Source: an optimization exercise on an open RTL-to-GDS flow (aim: a short achievable clock period and few clock cycles). Production flows keep margins and buffers that such runs may drop.
The RTL was checked by simulation tests, not by an equivalence proof against the original design.
Power figures rest on the tool's default switching activity, not on a simulated workload.

Setup of oak:
Design ack_retry_pending_table, start of the top module:
module ack_retry_pending_table (
  input  logic                               clk,
  input  logic                               rst_n,
  input  logic                               in_valid,
  output logic                               in_ready,
  input  logic [artp_pkg::REQ_W-1:0]         in_req_type,
  input  logic [artp_pkg::TIME_W-1:0]        in_now_ms,
  input  logic [artp_pkg::ADDR_W-1:0]        in_dest_addr,
  input  logic [artp_pkg::KIND_W-1:0]        in_packet_kind,
  input  logic [artp_pkg::SEQ_W-1:0]         in_ack_seq,
  input  logic [artp_pkg::ADDR_W-1:0]        in_ack_source,
  output logic                               out_valid,
  input  logic                               out_ready,
  output logic [artp_pkg::EV_W-1:0]          out_event,
  output logic [artp_pkg::SLOT_W-1:0]        out_slot,
  output logic [artp_pkg::SEQ_W-1:0]         out_seq,
  output logic [artp_pkg::ADDR_W-1:0]        out_peer_addr,
  output logic [artp_pkg::KIND_W-1:0]        out_kind,
  output logic [artp_pkg::RETRY_W-1:0]       out_retry_count,
  output logic                               out_ack_needed,
  output logic [artp_pkg::LOST_W-1:0]        out_lost_total,
  output logic                               out_last,
  input  logic                               cfg_we,
  input  logic [artp_pkg::CFG_IDX_W-1:0]     cfg_idx,
  input  logic [artp_pkg::CFG_DATA_W-1:0]    cfg_wdata
);
make LEC_CHECK=0 ABC_CLOCK_PERIOD_IN_PS=2000 CAP_MARGIN=20 CORE_MARGIN=2 CORE_UTILIZATION=40 SETUP_SLACK_MARGIN=4.0 SLEW_MARGIN=20 finish   # period 6.5 ns
run.sh (not shown) runs the stock make flow with config.mk's settings and CLKGATE_MAP_FILE= SYNTH_SCRIPT=/design/flow/synth_recipe.tcl, a recipe that flattens the netlist after the stock synthesis.
Testbench counts of oak, summed over its fixed seeds: cycles 5,959.
Edits applied to the flow inputs when going from oak to pine:
--- a/flow/design.v
+++ b/flow/design.v
@@ -115,32 +115,34 @@
   input  artp_pkg::req_rec_t  q_req,
   output logic                q_pop,
   input  logic                out_ready,
   output logic                out_valid,
   output artp_pkg::result_t   out_res,
   output logic                out_last
 );
   logic [SLOTS-1:0]                valid_r;
   logic [SLOTS-1:0][ADDR_W-1:0]    dest_r;
   logic [SLOTS-1:0][KIND_W-1:0]    kind_r;
   logic [SLOTS-1:0][SEQ_W-1:0]     eseq_r;
   logic [SLOTS-1:0][TIME_W-1:0]    stamp_r;
+  logic [SLOTS-1:0][TIME_W:0]      tc_r;    
   logic [SLOTS-1:0][RETRY_W-1:0]   retr_r;
   logic [SLOTS-1:0]                so_r;    
   logic [SLOTS-1:0]                bc_r;    
   logic [SLOTS-1:0]                lim_r;   
   logic [SEQ_W-1:0]                seq_r;
   logic                m_valid;
   artp_pkg::req_rec_t  m_req;
   logic                m_for_us, m_kd, m_isbc;
+  logic [TIME_W:0]     m_tc;      
   logic [SLOTS-1:0]    m_seqm;    
   logic [SLOTS-1:0]    m_to;      
   logic                b_valid, b_one, b_single;
   logic [1:0]          b_typ;
   logic [SLOTS-1:0]    b_mask;
   logic [SLOTS-1:0]    b_so, b_rt;    
   logic                b_an;
   logic [SEQ_W-1:0]    b_aseq;
   logic [ADDR_W-1:0]   b_asrc;
   logic [EV_W-1:0]     b_sev;
   logic [LOST_W-1:0]   loss_r, loss_p1_r;
   logic                o_valid, s_valid;
@@ -182,57 +184,83 @@
       valid_r <= valid_nxt;
       if (x_fire && is_add && any_free) seq_r <= seq_r + 1'b1;
     end
   end
   always_ff @(posedge clk) begin
     for (int i = 0; i < SLOTS; i++) begin
       if (add_w[i]) begin
         dest_r[i] <= m_req.dest;
         kind_r[i] <= m_req.kind;
         eseq_r[i] <= seq_r;
       end
       if (add_w[i] || retx_w[i]) stamp_r[i] <= m_req.now;
+      tc_r[i] <= (add_w[i] || retx_w[i]) ? m_tc : tc_of(stamp_r[i], cfg.ack_timeout_ms);
       if (add_w[i])       retr_r[i] <= '0;
       else if (retx_w[i]) retr_r[i] <= retr_r[i] + 1'b1;
       so_r[i]  <= add_w[i] ? (cfg.is_gateway && m_kd)
                            : (cfg.is_gateway && (kind_r[i] == cfg.data_kind_code));
       bc_r[i]  <= add_w[i] ? m_isbc : (dest_r[i] == cfg.broadcast_address);
       lim_r[i] <= add_w[i]  ? (cfg.retry_limit != '0) :
                   retx_w[i] ? ((retr_r[i] + 1'b1) < cfg.retry_limit) :
                               (retr_r[i] < cfg.retry_limit);
     end
   end
   logic m_load;
   logic to_fwd;
   logic [SLOTS-1:0] to_cur, seqm_cur;
-  logic [TIME_W-1:0] age_fwd;
-  logic [SLOTS-1:0][TIME_W-1:0] age_cur;
+  function automatic logic [TIME_W:0] tc_of(input logic [TIME_W-1:0] t,
+                                           input logic [TMO_W-1:0] tmo);
+    tc_of = {1'b0, ~t} + {1'b0, {(TIME_W-TMO_W){1'b1}}, ~tmo} + 1'b1;
+  endfunction
+  function automatic logic cout32(input logic [TIME_W-1:0] a, input logic [TIME_W-1:0] b);
+    logic [TIME_W-1:0] g, p, g2, p2;
+    g = a & b;
+    p = a | b;
+    for (int d = 1; d < TIME_W; d = d * 2) begin
+      g2 = g;
+      p2 = p;
+      for (int k = d; k < TIME_W; k++) begin
+        g2[k] = g[k] | (p[k] & g[k-d]);
+        p2[k] = p[k] & p[k-d];
+      end
+      g = g2;
+      p = p2;
+    end
+    cout32 = g[TIME_W-1];
+  endfunction
+  function automatic logic timed_out(input logic [TIME_W-1:0] now,
+                                     input logic [TIME_W-1:0] stamp,
+                                     input logic [TIME_W:0]   tc);
+    logic c, ge;
+    c  = cout32(now, tc[TIME_W-1:0]);
+    ge = cout32(now, ~stamp) | (now == stamp);
+    timed_out = ge ? (tc[TIME_W] & c) : (tc[TIME_W] | c);
+  endfunction
   assign m_load = x_fire || !m_valid;
   assign q_pop  = m_load && q_valid;
-  assign age_fwd = q_req.now - m_req.now;
-  assign to_fwd  = age_fwd > {{(TIME_W-TMO_W){1'b0}}, cfg.ack_timeout_ms};
+  assign to_fwd = timed_out(q_req.now, m_req.now, m_tc);
   always_comb begin
     for (int i = 0; i < SLOTS; i++) begin
-      age_cur[i]  = q_req.now - stamp_r[i];
-      to_cur[i]   = age_cur[i] > {{(TIME_W-TMO_W){1'b0}}, cfg.ack_timeout_ms};
+      to_cur[i]   = timed_out(q_req.now, stamp_r[i], tc_r[i]);
       seqm_cur[i] = (eseq_r[i] == q_req.aseq);
     end
   end
   always_ff @(posedge clk) begin
     if (!rst_n) m_valid <= 1'b0;
     else if (m_load) m_valid <= q_valid;
   end
   always_ff @(posedge clk) begin
     if (m_load) begin
       m_req    <= q_req;
+      m_tc     <= tc_of(q_req.now, cfg.ack_timeout_ms);
       m_for_us <= (q_req.dest == cfg.own_address) || (q_req.dest == cfg.broadcast_address);
       m_kd     <= (q_req.kind == cfg.data_kind_code);
       m_isbc   <= (q_req.dest == cfg.broadcast_address);
       for (int i = 0; i < SLOTS; i++) begin
         m_seqm[i] <= add_w[i] ? (seq_r == q_req.aseq) : seqm_cur[i];
         m_to[i]   <= (add_w[i] || retx_w[i]) ? to_fwd : to_cur[i];
       end
     end
   end
   logic b_emit, b_last;
   logic [SLOTS-1:0] pick;
   logic [SLOT_W-1:0] pick_slot;
[summary]
Share of power burned in the clock network ends up lower on oak.
oak → pine: final area saw an increase; worst setup slack grew by 1.44 ns; number of gates on the worst path with buffers counted lost 10.
Post-synthesis instance area for pine: 14,000 µm² up relative to oak
| via count | lower: oak |
The met3 global-route usage in pine was higher than what oak gave.
On proportion of cell area occupied by multi-input gates, oak and pine are basically level.
oak vs pine, worst setup path endpoint: u_dp.m_to[6]$_DFFE_PN_ vs u_dp.m_tc[18]$_DFFE_PN_
In pine, the post-route minimum period came out 1.44 ns below the value in oak.
pine was carried through to the last stage, and its layout satisfied the timing, DRC and antenna checks.
Testbench counts of pine, summed over its fixed seeds: cycles 5,959.

what the ideal ports hide:
Ports are ideal in the flow. The routed layouts listed here were re-timed in OpenROAD.
Step 1 assumes that a clkbuf_16 drives the clock port and a buf_2 every other input.
Step 2, shift: input delay + t, output delay - t, t = (earliest + latest rising clock arrival at the registers) / 2. This alone moves slack from input paths to output paths.
Slacks: no drivers / after step 1 / after step 2; pairs: no drivers / after step 1.
| run | t, ns | slack for setup (ns) | worst hold slack (ns) |
|---|---|---|---|
| oak | 0.834 | 1.565 / 1.565 / 1.565 | 0.424 / 0.424 / 0.424 |
| pine | 0.879 | 3.006 / 3.006 / 3.006 | 0.418 / 0.418 / 0.418 |
After both steps every run listed still meets setup and hold.
